Context: an optimization exercise on an open-source flow, tuned for small area, a short achievable clock period and few clock cycles per item. The choices shown serve that exercise and are no tape-out recipe. Function was not checked in any run shown here: the RTL went through the layout flow alone.

==> flow/design.v, too long to show whole: its modules and the start of the top module <==
// module hsv2rgb_fa: 10 lines
// module hsv_to_rgb_converter_core: 1389 lines
module hsv_to_rgb_converter_core (
    input  logic                    clk,
    input  logic                    rst_n,
    input  logic                    pixel_valid,
    output logic                    pixel_ready,
    input  hsv2rgb_pkg::hsv_pixel_t pixel,
    output logic                    color_valid,
    input  logic                    color_ready,
    output hsv2rgb_pkg::rgb_pixel_t color
);
  // ...
==> flow/run.sh <==
#!/bin/bash
# synth_recipe.tcl (not shown) runs the flow's synth.tcl, then flattens the netlist and writes it again
# the make line also repeats each setting of config.mk as NAME=value (left out here)
make -C /OpenROAD-flow-scripts/flow DESIGN_CONFIG=/design/flow/config.mk WORK_HOME=/design/flow/orfs CLKGATE_MAP_FILE= SYNTH_SCRIPT=/design/flow/synth_recipe.tcl finish
==> flow/config.mk <==
export PLATFORM = sky130hd
export DESIGN_NAME = hsv_to_rgb_converter_core
export DESIGN_NICKNAME = hsv_to_rgb_converter_core
export VERILOG_FILES = /design/flow/design.v
export SDC_FILE = /design/flow/constraint.sdc
export NUM_CORES = 4
export LEC_CHECK = 0
export ABC_CLOCK_PERIOD_IN_PS = 4000
export CAP_MARGIN = 20
export CORE_MARGIN = 2
export CORE_UTILIZATION = 40
export SETUP_SLACK_MARGIN = 3.2
export SLEW_MARGIN = 20
export SYNTH_HIERARCHICAL = 1
export SYNTH_MINIMUM_KEEP_SIZE = 0
==> flow/constraint.sdc <==
create_clock -name core_clock -period 8.0 [get_ports {clk}]
set_input_delay 1.6000 -clock core_clock [delete_from_list [all_inputs] [get_ports {clk}]]
set_output_delay 1.6000 -clock core_clock [all_outputs]
set_load 0.01 [all_outputs]
==> flow_summary.ini, run 1 <==
[status]
status = timing/DRC/antenna clean

[route]
avgRoutedWirePerCell_um = 19.6
met3_wirelength_um = 3580
routed.top_layer = met4
route.detailed.drc = 0

[logic_synthesis]
ys.flop_type = edfxtp_1
ys_ff_latch = 184
async_reset_ff_share_pct = 2.17

[global_routing]
grt_first_pass_wirelength_um = 91600
antenna_found_initial = 0
grt_util_all_layers_pct = 20.5
grt_max_degree = 76
grt_pass1_vias = 16900

[layout]
mostFrequentLayoutCell = xnor2_1
n_antenna_cell = 0
fillers = 4755
area_growth_pct = 18.2
largestRegisters = n3: 34 flops, m2: 25 flops, o_data: 24 flops
largest_cell_class = multi-input combinational cells
buffer_area_share_pct = 8.75
largest_register = n3
seq_share_pct = 21.3
clkbuf_count = 18
fin_util_pct = 47.9

[floorplan]
num_tap_cells = 696
core_area_sq_um = 53900

[critical_path]
slowest_stage = fa_1
worst-path-buf-inv = 1
crit_end = n3[30]$_DFFE_PP_
r2r_start = m2[17]$_DFFE_PP_

[sta]
max_freq_mhz = 205
period_share_pct = 61.0
finalMaxSlewViolations = 0
holdWs_ps = 422

[run]
drv_cap = 0

[clocking]
clk_path_buf_depth = 2
==> run 2, diff against run 1 <==
--- a/flow/design.v
+++ b/flow/design.v
@@ -28,17 +28,17 @@
     input  logic                    pixel_valid,
     output logic                    pixel_ready,
     input  hsv2rgb_pkg::hsv_pixel_t pixel,
     output logic                    color_valid,
     input  logic                    color_ready,
     output hsv2rgb_pkg::rgb_pixel_t color
 );
     logic adv;
-    logic val1, val2, val3, o_valid;
+    logic val1, val2, val3;
     logic [12:0] h0, v0, s0;
     logic [13:0] d0;
     logic [12:0] c0;
     logic [1:0]  j0;
     logic [9:0]  f0;
     logic [2:0]  sec0;
     always_comb begin
         h0 = (pixel.hue > 13'd5744) ? 13'd5744 : pixel.hue;
@@ -1370,44 +1370,36 @@
             cv3  <= cv_full[19:12];
             cp3  <= cp_full[31:24];
             sec3 <= sec2;
         end
     end
     logic [37:0] cx_full;
     logic [7:0]  cx;
     logic [23:0] x3;
-    logic [23:0] o_data;
     always_comb begin
         cx_full = (38'(n3) << 4) + 38'(n3);
         cx      = cx_full[37:30];
         case (sec3)
             3'd0:    x3 = {cv3, cx, cp3};
             3'd1:    x3 = {cx, cv3, cp3};
             3'd2:    x3 = {cp3, cv3, cx};
             3'd3:    x3 = {cp3, cx, cv3};
             3'd4:    x3 = {cx, cp3, cv3};
             default: x3 = {cv3, cp3, cx};
         endcase
     end
-    always_ff @(posedge clk) begin
-        if (adv) begin
-            o_data <= x3;
-        end
-    end
     always_ff @(posedge clk or negedge rst_n) begin
         if (!rst_n) begin
             val1    <= 1'b0;
             val2    <= 1'b0;
             val3    <= 1'b0;
-            o_valid <= 1'b0;
         end else if (adv) begin
             val1    <= pixel_valid;
             val2    <= val1;
             val3    <= val2;
-            o_valid <= val3;
         end
     end
-    assign adv         = !o_valid || color_ready;
+    assign adv         = !val3 || color_ready;
     assign pixel_ready = adv;
-    assign color_valid = o_valid;
-    assign color       = o_data;
+    assign color_valid = val3;
+    assign color       = x3;
 endmodule
==> run 2 against run 1 <==
Net effect: die area shrank 5.1%; hold slack gained 7.8 ps; via count grew 0.49%; final cell count is essentially flat; still clean on timing, DRC and antenna; sequential share of layout area shrank 2.8 points; critical endpoint is now color[19]; non-clock buffer count grew 65.
==> flow_summary.ini, run 2 <==
[logic_synthesis]
synth_common_cells = 268 x xnor2_1, 209 x fa_1, 198 x ha_1
ys_types = 77
ys_ff_latch = 159
synth_compound_area_share_pct = 18.5
syn_avg_cell_area_sq_um = 10.1
synth_fa_ha_area_share_pct = 32.1
synth-seq-area-share_pct = 23.0
yosysMostFrequentCell = xnor2_1
yosys.area.top_type = edfxtp_1
synth.top_cell.area_share_pct = 22.6
synth.mux.area_fraction_pct = 0.362
synth_top_family_by_area = adder cells
ys.warnings.count = 7
synth_area_sq_um = 20700
ys_top_cells_by_area = edfxtp_1 23%, fa_1 20%, ha_1 12%
ys.flop_type = edfxtp_1
async_reset_ff_share_pct = 1.89
synth_xor_area_share_pct = 12.4
post_synth_and_or_nand_nor_area_fraction_pct = 9.29
synth-edff-count = 156
synthCells = 2054

[sta]
hold_violations = 0
finalSetupViolations = 0
fin_skew_ps = 9.10
min_period_ps = 5260
period_share_pct = 65.7
finalMaxSlewViolations = 0
relSlewSlack_pct = 36.9
worst_pin_slew_ps = 946
tns_ps = 0
max_freq_mhz = 190
rsz0062_at_grt = yes
setup_slack_ps = 2740

[global_routing]
grt_pass1_vias = 17300
grt_util_all_layers_pct = 22.6
antenna_found_initial = 0
grt_first_pass_wirelength_um = 94300
overflow = 0
grt_max_degree = 69

[critical_path]
worst-path-buf-inv = 2
end_kind = primary output
cp_cell_sequence = buf_6 -> ha_4 -> nand4_1 -> or4_1 -> a211o_1 -> a21oi_4 -> o31a_1 -> nor2_2 -> xnor2_4 -> mux2_4 -> a221o_1 -> buf_2
cpPeakStageDelay_ps = 450
worstPathRequired_ps = 6400
slowest_stage = edfxtp_1
crit_arrival_ps = 3660
critical_path_class = flip-flop to primary output
crit_family = compound AO/OA/AOI/OAI gates
cp_max_fo = 5
start_kind = flip-flop

[floorplan]
placementRows = 83
start_util_pct = 40.4
die_area_sq_um = 53700
die_h_um = 232
core_area_sq_um = 51300
die_x_um = 232
io_pins = 69

[clocking]
clkSinkCount = 159
clk_latency_ps = 490
path_clk_slew_ps = 70
htreeDepth = 4
cts_tree = built
cts_root_buffer = clkbuf_16
cts_hold_buf = 0
clk_path_buf_depth = 2
cts_made_buffers = 17

[layout]
drive_gt1_share_pct = 23.0
largest_reg_flops = 34
fillers = 4556
final_nets = 2710
area_growth_pct = 23.8
n_antenna_cell = 0
largest_register = n3
largestRegisters = n3: 34 flops, m2: 25 flops
mostFrequentLayoutCell = xnor2_1
fin_cells = 2953
mostFrequentLayoutCells = 252 x xnor2_1, 209 x buf_4, 178 x fa_1, 163 x ha_1, 158 x a22oi_1

[route]
avgRoutedWirePerCell_um = 20.8
routed_wirelength_um = 61400
route.detailed.drc = 0
dr_total_vias = 17100
ant_nets = 0
drtPass1Iterations = 5
viasPerCell = 5.79
drt-initial-drc-count = 1298

[run]
drv_cap = 0

[place]
port_buffers = 68
dp.cells = 2682
place_congestion = 0.870
dp_slack_ps = 2400
dp_hpwl_um = 40200

[status]
status = timing/DRC/antenna clean

[worst_hold_path]
hold_class = flip-flop to flip-flop
==> run 2: changes by cell type after synthesis, moves of 6 or more <==
cell,delta
a211oi_1,-8
and3_1,+6
edfxtp_1,-24
mux2i_1,-10
nand2_1,-10
nand3_1,-8
nand3b_1,-7
o21a_1,+8
o31ai_1,+11
==> run 2: metrics by stage <==
| stage | util (%) | instance area, sq um | hold slack, ps |
|---|---|---|---|
| finish | 50.1 | 25700 | 429 |
| global route | 50.1 | 25700 | 446 |
| CTS | 47.8 | 24500 | 432 |
| detailed placement | 42.6 | 21900 | 407 |
| global placement | 42.6 | 21900 | 406 |
| floorplan | - | 20800 | 400 |
==> run 2: cells by family after synthesis <==
group | count (synthesis)
and+or+nand+nor | 387
buffers and inverters | 240
xor gates and xnor gates | 294
AOI/OAI and AO/OA | 558
adders and majority gates | 407
DFF | 159
muxes | 7
other | 2
==> run 2: Yosys stat by module, one instance, submodules excluded <==
module	copies in the design	cells
hsv_to_rgb_converter_core	1	1864
hsv2rgb_fa	190	1
==> run 2: layout make-up <==
class | count | area [sq um] | share of cell area, %
flip-flops and latches | 159 | 4760 | 18.5
repair buffers | 314 | 2670 | 10.4
inverters | 104 | 390 | 1.52
clock inverters | 14 | 129 | 0.502
multi-input cells | 1664 | 16500 | 64.1
well taps | 680 | 851 | 3.31
clock buffers | 18 | 429 | 1.67
==> run 2: worst reg2reg max path, delay by kind of cell (launching register included) <==
| kind | cells | cell delay (ps) |
|---|---|---|
| adder cells (fa/ha/maj) | 5 | 2120 |
| AO/OA/AOI/OAI | 8 | 1380 |
| buffers and inverters | 3 | 430 |
| flip-flops | 1 | 420 |
| XOR/XNOR | 2 | 210 |
==> run 2: timing repair <==
action / in CTS / in global routing
buffers inserted: 189 / 48
gates resized for setup: 190 / 168
setup endpoints to repair: 53 / 47
pin swaps: 66 / 108
gates cloned: 1 / 0
==> run 2: routing by layer <==
metal	vias up	share of wire, %	global-route usage [%]
met5	-	0	0
met4	0	4.4	10.3
met3	159	5.6	3.93
met2	635	49	38.3
met1	8502	41	27.9
li1	7793	-	-
==> run 2: worst paths after layout <==
check,slack [ps],depth (start not counted),endpoint,from
worst max-delay path,2740,12,color[19],n3[24]$_DFFE_PP_
worst min-delay path,430,0,sec3[2]$_DFFE_PP_,sec2[2]$_DFFE_PP_
worst max register to register,3180,18,n3[32]$_DFFE_PP_,m2[20]$_DFFE_PP_
worst min register to register,430,0,sec3[2]$_DFFE_PP_,sec2[2]$_DFFE_PP_
max in group asynchronous,6560,1,val1$_DFFE_PN0P_,rst_n
min in group asynchronous,1300,1,val3$_DFFE_PN0P_,rst_n

## what the ideal ports hide
Ports are ideal in the flow. The routed layouts listed here were re-timed in OpenROAD. Step 1 (the two cells are an assumption about what drives the block):
set clk [get_ports {clk}]
set_driving_cell -lib_cell sky130_fd_sc_hd__clkbuf_16 $clk
set_driving_cell -lib_cell sky130_fd_sc_hd__buf_2 [delete_from_list [all_inputs] $clk]
Step 2 times the ports against the registers' clock, not the clock port: input delays grow and output delays shrink by t, the midpoint of the rising clock arrivals with the driver on. Three values: ideal ports, drivers, drivers and shift; two values: the first two.
| run | t, ns | setup slack, ns | clock arrival spread, ns | slew at the worst register clock pin (ns) | cell pins on the clock port's net |
|---|---|---|---|---|---|
| run 1 | 0.543 | 3.119 / 3.119 / 2.975 | 0.013 / 0.012 | 0.07 / 0.07 | 1 |
| run 2 | 0.540 | 2.743 / 2.688 / 2.960 | 0.010 / 0.010 | 0.07 / 0.07 | 1 |
After both steps every run listed still meets setup and hold. For run 1, which loses most, drivers alone change the setup slack by 0.000 ns; drivers and shift together by -0.144 ns.
